This is an optimization exercise on Yosys and OpenROAD, whose aim is small area, not a production implementation.
The RTL was checked by simulation tests, not by an equivalence proof against the original design.
Power figures rest on the tool's default switching activity, not on a simulated workload.

Setup of try-umber:
Design perm_result_buf, start of the top module:
module perm_result_buf #(
  parameter int NWORDS = 25,
  parameter int NBYTES = 8*NWORDS
) (
  input  logic        clk,
  input  logic        rst,
  input  logic        pushout,
  input  logic        firstout,
  input  logic [63:0] dout,
  output logic        stopout,
  input  logic        rd_req,
  input  logic [7:0]  rd_addr,
  input  logic [7:0]  rd_len,
  input  logic        rd_stall,
  output logic        rd_valid,
  output logic [7:0]  rd_data,
  output logic        rd_last,
  output logic        buf_full,
  input  logic        buf_release,
  output logic        rd_err,
  output logic        frame_err,
  output logic        ovf_err
);
  localparam logic [1:0] EMPTY = 2'd0, FILL = 2'd1, FULL = 2'd2, READ = 2'd3;
  logic [1:0]  state;
  logic [4:0]  word_cnt;      
  logic [7:0]  ptr;           
  logic [7:0]  ptr_d;         
  logic [7:0]  rem;           
  logic [63:0] mem [NWORDS];
  logic [NWORDS-1:0] ph;      
  logic [4:0]  tgt;
  logic        act, wr_en, acc, consume;
  assign act    = state == EMPTY || state == FILL;
  assign wr_en  = pushout & ((state == EMPTY & firstout) | state == FILL);
  assign tgt    = (pushout & firstout) ? 5'd0 : word_cnt;
  assign acc    = rd_len != 8'd0 && ({1'b0, rd_addr} + {1'b0, rd_len} <= 9'(NBYTES));
  for (genvar i = 0; i < NWORDS; i++) begin : g_word
    logic w, k;
    assign w = wr_en & (tgt == 5'(i));
    assign k = ~(act & (tgt == 5'(i)));
    always_ff @(posedge clk) begin
      mem[i] <= ~((mem[i] | {64{w}}) & (dout | {64{k}}));
      ph[i]  <= ~((ph[i] | w) & k);
    end
  end
  logic [NWORDS-1:0] wsel_n;
  logic [7:0]        bsel;
  logic [63:0]       col_n;
  logic              ph_n;
  logic [7:0]        byt_n;
  always_comb begin
    for (int i = 0; i < NWORDS; i++) wsel_n[i] = ptr_d[7:3] != 5'(i);
    for (int k = 0; k < 8; k++) bsel[k] = ptr_d[2:0] == 3'(k);
  end
  for (genvar j = 0; j < 64; j++) begin : g_col
    logic [NWORDS-1:0] d;
    for (genvar i = 0; i < NWORDS; i++) begin : g_d
      assign d[i] = mem[i][j];
    end
    prb_col u_col (.d(d), .sel_n(wsel_n), .y_n(col_n[j]));
  end
  prb_col u_ph (.d(ph), .sel_n(wsel_n), .y_n(ph_n));
  for (genvar b = 0; b < 8; b++) begin : g_byte
    logic [3:0] u;
    for (genvar q = 0; q < 4; q++) begin : g_sel
  ...
For scale: about 5200 cells after synthesis, roughly 1700 flip-flops, roughly 100 I/O pins, about 56000 sq um of cells after synthesis.
export LEC_CHECK = 0
export CAP_MARGIN = 10
export CORE_MARGIN = 2
export CORE_UTILIZATION = 84
export PLACE_DENSITY = 0.9
export SLEW_MARGIN = 10
export SYNTH_HIERARCHICAL = 1
create_clock -name core_clock -period 6.0 [get_ports {clk}]
standard.sh (not shown) runs the stock make flow with config.mk's settings and CLKGATE_MAP_FILE= SYNTH_SCRIPT=/design/flow/synth_recipe.tcl, a recipe that flattens the netlist after the stock synthesis.
==> flow/flow/run.sh <==
#!/bin/bash
# The standard layout (standard.sh, the ORFS flow, standard synthesis unchanged) with three
# changes: after floorplan every combinational cell is swapped for the smallest of its family
# (flow/downsize.tcl; the later repair steps size up what needs it); port buffers are buf_1
# instead of the default delay cell; and the clock tree is built from clkbuf_8 with 16-sink
# clusters and no dummy loads. Each ORFS step logs to orfs/logs/; make's output goes to
# standard.log, the downsizing step's to downsize.log.
set -uo pipefail
KNOBS=("BUFFER_PORTS_ARGS=-buffer_cell sky130_fd_sc_hd__buf_1"
  "CTS_ARGS=-sink_clustering_enable -repair_clock_nets -dont_use_dummy_load -sink_clustering_size 16 -sink_clustering_max_diameter 100 -buf_list sky130_fd_sc_hd__clkbuf_8")
bash standard.sh "${KNOBS[@]}" floorplan > standard.log 2>&1 || exit 1
RES=orfs/results/${FLOW_PLATFORM:-sky130hd}/perm_result_buf/base
DOWNSIZE_ODB=$RES/2_floorplan.odb \
  openroad -no_init -exit flow/downsize.tcl > downsize.log 2>&1 || exit 1
bash standard.sh "${KNOBS[@]}" finish >> standard.log 2>&1
Other scripts of this flow, unchanged in this note and not shown: flow/flow/downsize.tcl
try-umber completed every stage of the flow, and the final layout passed the timing, design-rule and antenna checks.
Inputs modified between try-umber and try-onyx:
- PLACE_DENSITY: 0.9 -> 0.85
- CORE_UTILIZATION: 84 -> 80
==> flow/flow/run.sh <==
#!/bin/bash
# The standard layout (standard.sh, the ORFS flow, standard synthesis unchanged) with three
# changes: after floorplan every combinational cell is swapped for the smallest of its family
# (flow/downsize.tcl; the later repair steps size up what needs it); port buffers are buf_1
# instead of the default delay cell; and the clock tree is built from clkbuf_8 with 20-sink (at most 40 um wide)
# clusters and no dummy loads. Each ORFS step logs to orfs/logs/; make's output goes to
# standard.log, the downsizing step's to downsize.log.
set -uo pipefail
KNOBS=("BUFFER_PORTS_ARGS=-buffer_cell sky130_fd_sc_hd__buf_1"
  "CTS_ARGS=-sink_clustering_enable -repair_clock_nets -dont_use_dummy_load -sink_clustering_size 20 -sink_clustering_max_diameter 40 -buf_list sky130_fd_sc_hd__clkbuf_8")
bash standard.sh "${KNOBS[@]}" floorplan > standard.log 2>&1 || exit 1
RES=orfs/results/${FLOW_PLATFORM:-sky130hd}/perm_result_buf/base
DOWNSIZE_ODB=$RES/2_floorplan.odb \
  openroad -no_init -exit flow/downsize.tcl > downsize.log 2>&1 || exit 1
bash standard.sh "${KNOBS[@]}" finish >> standard.log 2>&1
Notes after the runs:
try-umber and try-onyx all finish clean. Comparing try-umber with try-onyx, the slew at the pin with the worst max-slew slack came out essentially unchanged. Summary of try-onyx over try-umber: routed metal-1 wirelength saw an increase, clock-buffer cell count rose about 27%, first-iteration detailed-routing DRC count went down by 1974, power grew by about 1.3%. try-onyx vs try-umber — end-of-flow core utilization dropped 4.1 points.
> inputs changed (try-onyx -> try-garnet)
- swapping 10 for 15 in SLEW_MARGIN
- swapping 80 for 70 in CORE_UTILIZATION
- clearing PLACE_DENSITY, which used to be 0.85
- swapping 10 for 15 in CAP_MARGIN
==> flow/flow/run.sh <==
#!/bin/bash
# The standard layout (standard.sh, the ORFS flow, standard synthesis unchanged) with three
# changes: after floorplan every combinational cell is swapped for the smallest of its family
# (flow/downsize.tcl; the later repair steps size up what needs it); port buffers are buf_1
# instead of the default delay cell; and the clock tree is built from clkbuf_8 with 16-sink
# clusters and no dummy loads. Each ORFS step logs to orfs/logs/; make's output goes to
# standard.log, the downsizing step's to downsize.log.
set -uo pipefail
KNOBS=("BUFFER_PORTS_ARGS=-buffer_cell sky130_fd_sc_hd__buf_1"
  "CTS_ARGS=-sink_clustering_enable -repair_clock_nets -dont_use_dummy_load -sink_clustering_size 16 -sink_clustering_max_diameter 100 -buf_list sky130_fd_sc_hd__clkbuf_8")
bash standard.sh "${KNOBS[@]}" floorplan > standard.log 2>&1 || exit 1
RES=orfs/results/${FLOW_PLATFORM:-sky130hd}/perm_result_buf/base
DOWNSIZE_ODB=$RES/2_floorplan.odb \
  openroad -no_init -exit flow/downsize.tcl > downsize.log 2>&1 || exit 1
bash standard.sh "${KNOBS[@]}" finish >> standard.log 2>&1
==> comparison <==
Relative to try-onyx, the logic gate share of total power of try-garnet is higher by 0.9 points. Switching share of total power delta for try-garnet relative to try-onyx: 0.50 points higher. Fraction of the core area covered by cells at the end of the flow delta for try-garnet relative to try-onyx: 9.9 points lower. Data arrival at the endpoint of the critical path in try-garnet is 0.05 ns lower than in try-onyx. The final reports for try-garnet and try-onyx show total power lower in the former.
Relative to try-garnet, the following input files were edited for try-raven:
- a change of CAP_MARGIN from 15 to 10
- a change of SLEW_MARGIN from 15 to 10
- a change of CORE_UTILIZATION from 70 to 80
- an added GPL_TIMING_DRIVEN of 0
- an added PLACE_DENSITY of 0.85
==> results.txt <==
- Worst setup path endpoint = rd_data[4]$_DFF_P_: try-garnet; worst setup path endpoint = rd_data[5]$_DFF_P_: try-raven
- try-garnet has a higher detailed-routed wire length on met2 than try-raven.
- From try-garnet to try-raven the numbers moved as follows: final design instance area without fill ~0 delta, total iterations of the first detailed-routing run +4.
- try-raven ran in full, but the layout does not pass; the checks complain about capacitance limit, slew limit, setup timing.

[port drivers added, routing unchanged]
The flow's constraints put no driver on any port. The routed layouts listed below were extracted and timed again, unchanged, in two steps.
Step 1 sets driving cells, clkbuf_16 on the clock port and buf_2 on the other inputs (assumed; they add their load-dependent delay and slew).
Step 2 times the ports against the registers' clock, not the clock port: input delays grow and output delays shrink by t, the midpoint of the rising clock arrivals with the driver on.
a / b / c = ideal / step 1 / step 2; a / b = the first two.
run | shift t [ns] | setup WS [ns] | hold WS [ns] | worst setup path after step 2
try-umber | 0.822 | 0.283 / 0.283 / -0.452 | 0.347 / 0.312 / 0.391 | input to register
try-onyx | 0.911 | 0.345 / 0.345 / -0.420 | 0.285 / 0.245 / 0.387 | input to register
try-garnet | 0.853 | 0.412 / 0.412 / -0.306 | 0.331 / 0.284 / 0.391 | input to register
try-raven | 0.869 | -0.350 / -0.350 / -1.116 | 0.309 / 0.269 / 0.388 | input to register
Met with ideal ports but missed after step 2: setup timing in try-umber, try-onyx and try-garnet. The setup slack of try-raven, which loses most, moves by 0.000 ns with the drivers and by -0.766 ns with both steps.
